From an optimization exercise on the open Yosys and OpenROAD flow, aimed at small area, a short achievable clock period and few clock cycles per item; shortcuts taken in it are not production practice. Only simulation tests tie the RTL to the original design; equivalence was not proved.

== willow ==
Design cnn_top, start of the top module:
module cnn_top (
    input  logic              clk,
    input  logic              rst,
    input  logic              load_en,
    input  logic [6:0]        load_addr,
    input  logic signed [7:0] load_data,
    input  logic              start,
    input  logic [1:0]        class_sel,
    output logic signed [7:0] score,
    output logic              conv_done,
    output logic              pool_done,
    output logic              dense_done
);
    logic [7:0]        ring  [0:63];    
    logic [5:0]        off;
    logic signed [7:0] ker   [0:8];
    logic signed [7:0] cbias;
    logic signed [7:0] dw    [0:35];
    logic signed [7:0] dbias [0:3];
    logic       rp;         
    logic       wr_img;
    logic       shift;
    logic [7:0] sdata;
    logic [5:0] wpos;
    assign wr_img = load_en && !load_addr[6];
    assign shift  = rp || (wr_img && load_addr[5:0] == off);
    assign sdata  = rp ? ring[0] : load_data;
    assign wpos   = load_addr[5:0] - off;
    logic [7:0] wlo, whi0, whi1, cy;
    always_comb
    begin
        for (int t = 0; t < 8; t++)
        begin
            wlo[t]  = load_addr[2:0] == 3'(t + 32'(off[2:0]));
            cy[t]   = (t + 32'(off[2:0])) >= 8;
            whi0[t] = load_addr[5:3] == 3'(t + 32'(off[5:3]));
            whi1[t] = load_addr[5:3] == 3'(t + 32'(off[5:3]) + 1);
        end
    end
    logic [63:0] we;
    logic [63:0] hold;
    logic [7:0]  ring_d [0:63];
    always_comb
    begin
  ...
Size: roughly 5700 cells after synthesis, about 1200 flip-flops, roughly 32 I/O pins, roughly 63000 um^2 of cells after synthesis.
export LEC_CHECK = 0
export CAP_MARGIN = 20
export CORE_MARGIN = 2
export CORE_UTILIZATION = 50
export CTS_BUF_LIST = sky130_fd_sc_hd__clkbuf_16
export CTS_CLUSTER_DIAMETER = 120
export CTS_CLUSTER_SIZE = 24
export SETUP_SLACK_MARGIN = 5
export SLEW_MARGIN = 20
export SYNTH_HIERARCHICAL = 1
export SYNTH_MINIMUM_KEEP_SIZE = 0
create_clock -name core_clock -period 12.0 [get_ports {clk}]
run.sh (not shown) runs the stock make flow with config.mk's settings and CLKGATE_MAP_FILE= SYNTH_SCRIPT=/design/flow/synth_recipe.tcl, a recipe that flattens the netlist after the stock synthesis.
Testbench counts of willow, summed over its fixed seeds: cycles 9,360, frames 128.
For pepper, these inputs were changed with respect to willow:
==> flow/flow/run.sh (new file) <==
#!/bin/bash
set -euo pipefail
bash standard.sh SETUP_SLACK_MARGIN=7.0 "BUFFER_PORTS_ARGS=-buffer_cell sky130_fd_sc_hd__buf_4" \
    "CTS_ARGS=-sink_clustering_enable -repair_clock_nets -buf_list sky130_fd_sc_hd__clkbuf_16 -sink_clustering_size 24 -sink_clustering_max_diameter 120 -dont_use_dummy_load" \
    finish > standard_flow.log 2>&1
==> flow/standard.sh (new file) <==
#!/bin/bash
# synth_recipe.tcl (not shown) runs the flow's synth.tcl, then flattens the netlist and writes it again
# the make line also repeats each setting of config.mk as NAME=value (left out here)
make -C /OpenROAD-flow-scripts/flow DESIGN_CONFIG=/design/flow/config.mk WORK_HOME=/design/flow/orfs CLKGATE_MAP_FILE= SYNTH_SCRIPT=/design/flow/synth_recipe.tcl "${@:-finish}"
removed: flow/run.sh
==> comparison <==
Summary of pepper over willow: global-route wire length before repair now larger, mean number of vias per cell higher.
[inputs] indigo vs pepper
-- flow/flow/run.sh --
<<< pepper, line 3
bash standard.sh SETUP_SLACK_MARGIN=7.0 "BUFFER_PORTS_ARGS=-buffer_cell sky130_fd_sc_hd__buf_4" \
>>> indigo, line 3
bash standard.sh SETUP_SLACK_MARGIN=6.6 "BUFFER_PORTS_ARGS=-buffer_cell sky130_fd_sc_hd__buf_4" \
[summary]
Compared with pepper, fmax in indigo increased slightly.
When indigo is measured against pepper, its met2 global-route usage turns out 0.48 points lower.
Summary of indigo over pepper: global-route usage ~0 delta, core utilization fell by 0.35 points, worst hold slack up 0.0038 ns.
Taking pepper as the reference, in indigo part of the cycle the worst path needs dropped 0.26 points; worst setup slack after placement dropped 0.23 ns; worst setup margin climbed 0.031 ns.


cnn_top, a different RTL version from the one above (not shown whole).
Size in the first run: about 6900 cells after synthesis, roughly 1200 flip-flops, ~32 I/O pins, roughly 72000 µm² of cells after synthesis.
==> flow/config.mk <==
export PLATFORM = sky130hd
export DESIGN_NAME = cnn_top
export DESIGN_NICKNAME = cnn_top
export VERILOG_FILES = /design/flow/design.v
export SDC_FILE = /design/flow/constraint.sdc
export NUM_CORES = 4
export LEC_CHECK = 0
export CAP_MARGIN = 20
export CORE_MARGIN = 2
export CORE_UTILIZATION = 40
export SETUP_SLACK_MARGIN = 5
export SLEW_MARGIN = 20
==> flow/constraint.sdc <==
create_clock -name core_clock -period 12.0 [get_ports {clk}]
set_input_delay 2.4000 -clock core_clock [delete_from_list [all_inputs] [get_ports {clk}]]
set_output_delay 2.4000 -clock core_clock [all_outputs]
set_load 0.01 [all_outputs]
Stock flow here: none of the scripts above is used.
Testbench counts at the start, summed over its fixed seeds: cycles 9,360, frames 128.
Edit:
Settings changed: SETUP_SLACK_MARGIN 5 to default.
Effect:
- The new run passed the timing, design-rule and antenna checks
- setup slack degrades by 0.13 ns
- final area hardly moves
- synthesized cell count does not change
- critical path depth came out higher by 19
- die area does not change
- synthesized area does not change


Setup of xenon:
Another version of the RTL of cnn_top (not shown whole).
Size: ~6500 cells after synthesis, ~1300 flip-flops, ~70000 um2 of cells after synthesis.
==> flow/config.mk <==
export PLATFORM = sky130hd
export DESIGN_NAME = cnn_top
export DESIGN_NICKNAME = cnn_top
export VERILOG_FILES = /design/flow/design.v
export SDC_FILE = /design/flow/constraint.sdc
export NUM_CORES = 4
export LEC_CHECK = 0
export CAP_MARGIN = 20
export CORE_MARGIN = 2
export CORE_UTILIZATION = 40
export SETUP_SLACK_MARGIN = 5
export SLEW_MARGIN = 20
==> flow/constraint.sdc <==
create_clock -name core_clock -period 12.0 [get_ports {clk}]
set_input_delay 2.4000 -clock core_clock [delete_from_list [all_inputs] [get_ports {clk}]]
set_output_delay 2.4000 -clock core_clock [all_outputs]
set_load 0.01 [all_outputs]
xenon did not stop at any stage, and its layout met the timing, design-rule and antenna checks.
Testbench counts of xenon, summed over its fixed seeds: cycles 9,360, frames 128.
Input changes introduced in nickel (baseline for comparison: xenon):
- CORE_UTILIZATION now 60, was 40
==> flow/flow/run.sh (new file) <==
#!/bin/bash
set -euo pipefail
bash standard.sh SETUP_SLACK_MARGIN=6.4 "BUFFER_PORTS_ARGS=-buffer_cell sky130_fd_sc_hd__buf_4" finish > standard_flow.log 2>&1
==> flow/standard.sh (new file) <==
#!/bin/bash
# synth_recipe.tcl (not shown) runs the flow's synth.tcl, then flattens the netlist and writes it again
# the make line also repeats each setting of config.mk as NAME=value (left out here)
make -C /OpenROAD-flow-scripts/flow DESIGN_CONFIG=/design/flow/config.mk WORK_HOME=/design/flow/orfs CLKGATE_MAP_FILE= SYNTH_SCRIPT=/design/flow/synth_recipe.tcl "${@:-finish}"
removed: flow/run.sh
## What came out
Die area | nickel < xenon
Buffers inserted during post-CTS setup optimization in nickel is 12 higher than in xenon
Going from xenon to nickel, the post-placement worst setup slack was found to have gone up by 180 ps.
Relative to xenon, the clock buffer count from CTS of nickel is lower by 2.
Input-level comparison between yarrow and nickel:
==> flow/run.sh (new file) <==
#!/bin/bash
# synth_recipe.tcl (not shown) runs the flow's synth.tcl, then flattens the netlist and writes it again
# the make line also repeats each setting of config.mk as NAME=value (left out here)
make -C /OpenROAD-flow-scripts/flow DESIGN_CONFIG=/design/flow/config.mk WORK_HOME=/design/flow/orfs CLKGATE_MAP_FILE= SYNTH_SCRIPT=/design/flow/synth_recipe.tcl finish
removed: flow/flow/run.sh
removed: flow/standard.sh
--- outcome ---
yarrow gives less met2 routed wirelength than nickel did.
As far as area added between synthesis and finish is concerned, nickel and yarrow perform about the same.
Non-clock buffer count of yarrow falls short of that of nickel by more than 10%.
The final cell count was comparable across yarrow and nickel.
NOTE maximum achievable frequency nickel->yarrow decreased by more than 10%
Post-route minimum period sits higher in yarrow than in nickel.
Number of antenna violations at the first check in global routing: yarrow < nickel
Comparing nickel against yarrow, there is no change at all in sequential cell count.
Comparing nickel against yarrow, there is no change at all in mean post-synth cell area.
yarrow vs nickel: number of clock-tree buffers in the layout down in yarrow

==> re-timing with driven ports <==
No port has a modelled driver above. Below, the same layouts with a new extraction and two added sets of constraints.
Step 1, drivers: a clkbuf_16 drives clk and a buf_2 each remaining input, both assumed.
Step 2 moves the port delays by t, midway between the first and last clock arrival at a register: inputs arrive t later, outputs are due t later. That takes back most of the time a late clock gives input paths.
Three values: ideal ports, drivers, drivers and shift; two values: the first two.
run | t, ns | slack for setup (ns) | slew at the worst register clock pin (ns)
willow | 0.776 | 5.227 / 5.200 / 4.901 | 0.10 / 0.10
pepper | 0.745 | 6.591 / 6.436 / 6.344 | 0.11 / 0.11
indigo | 0.746 | 6.622 / 6.492 / 6.148 | 0.11 / 0.11
the first run of note 2 | 0.866 | 5.338 / 5.303 / 5.045 | 0.07 / 0.07
the second run of note 2 | 0.864 | 5.205 / 5.205 / 5.058 | 0.07 / 0.07
xenon | 0.827 | 5.341 / 5.309 / 5.309 | 0.07 / 0.07
nickel | 0.814 | 6.360 / 6.294 / 5.939 | 0.07 / 0.07
yarrow | 0.824 | 5.332 / 5.302 / 5.222 | 0.07 / 0.07
After both steps every run listed still meets setup and hold. For indigo, which loses most, drivers alone change the setup slack by -0.130 ns; drivers and shift together by -0.474 ns.
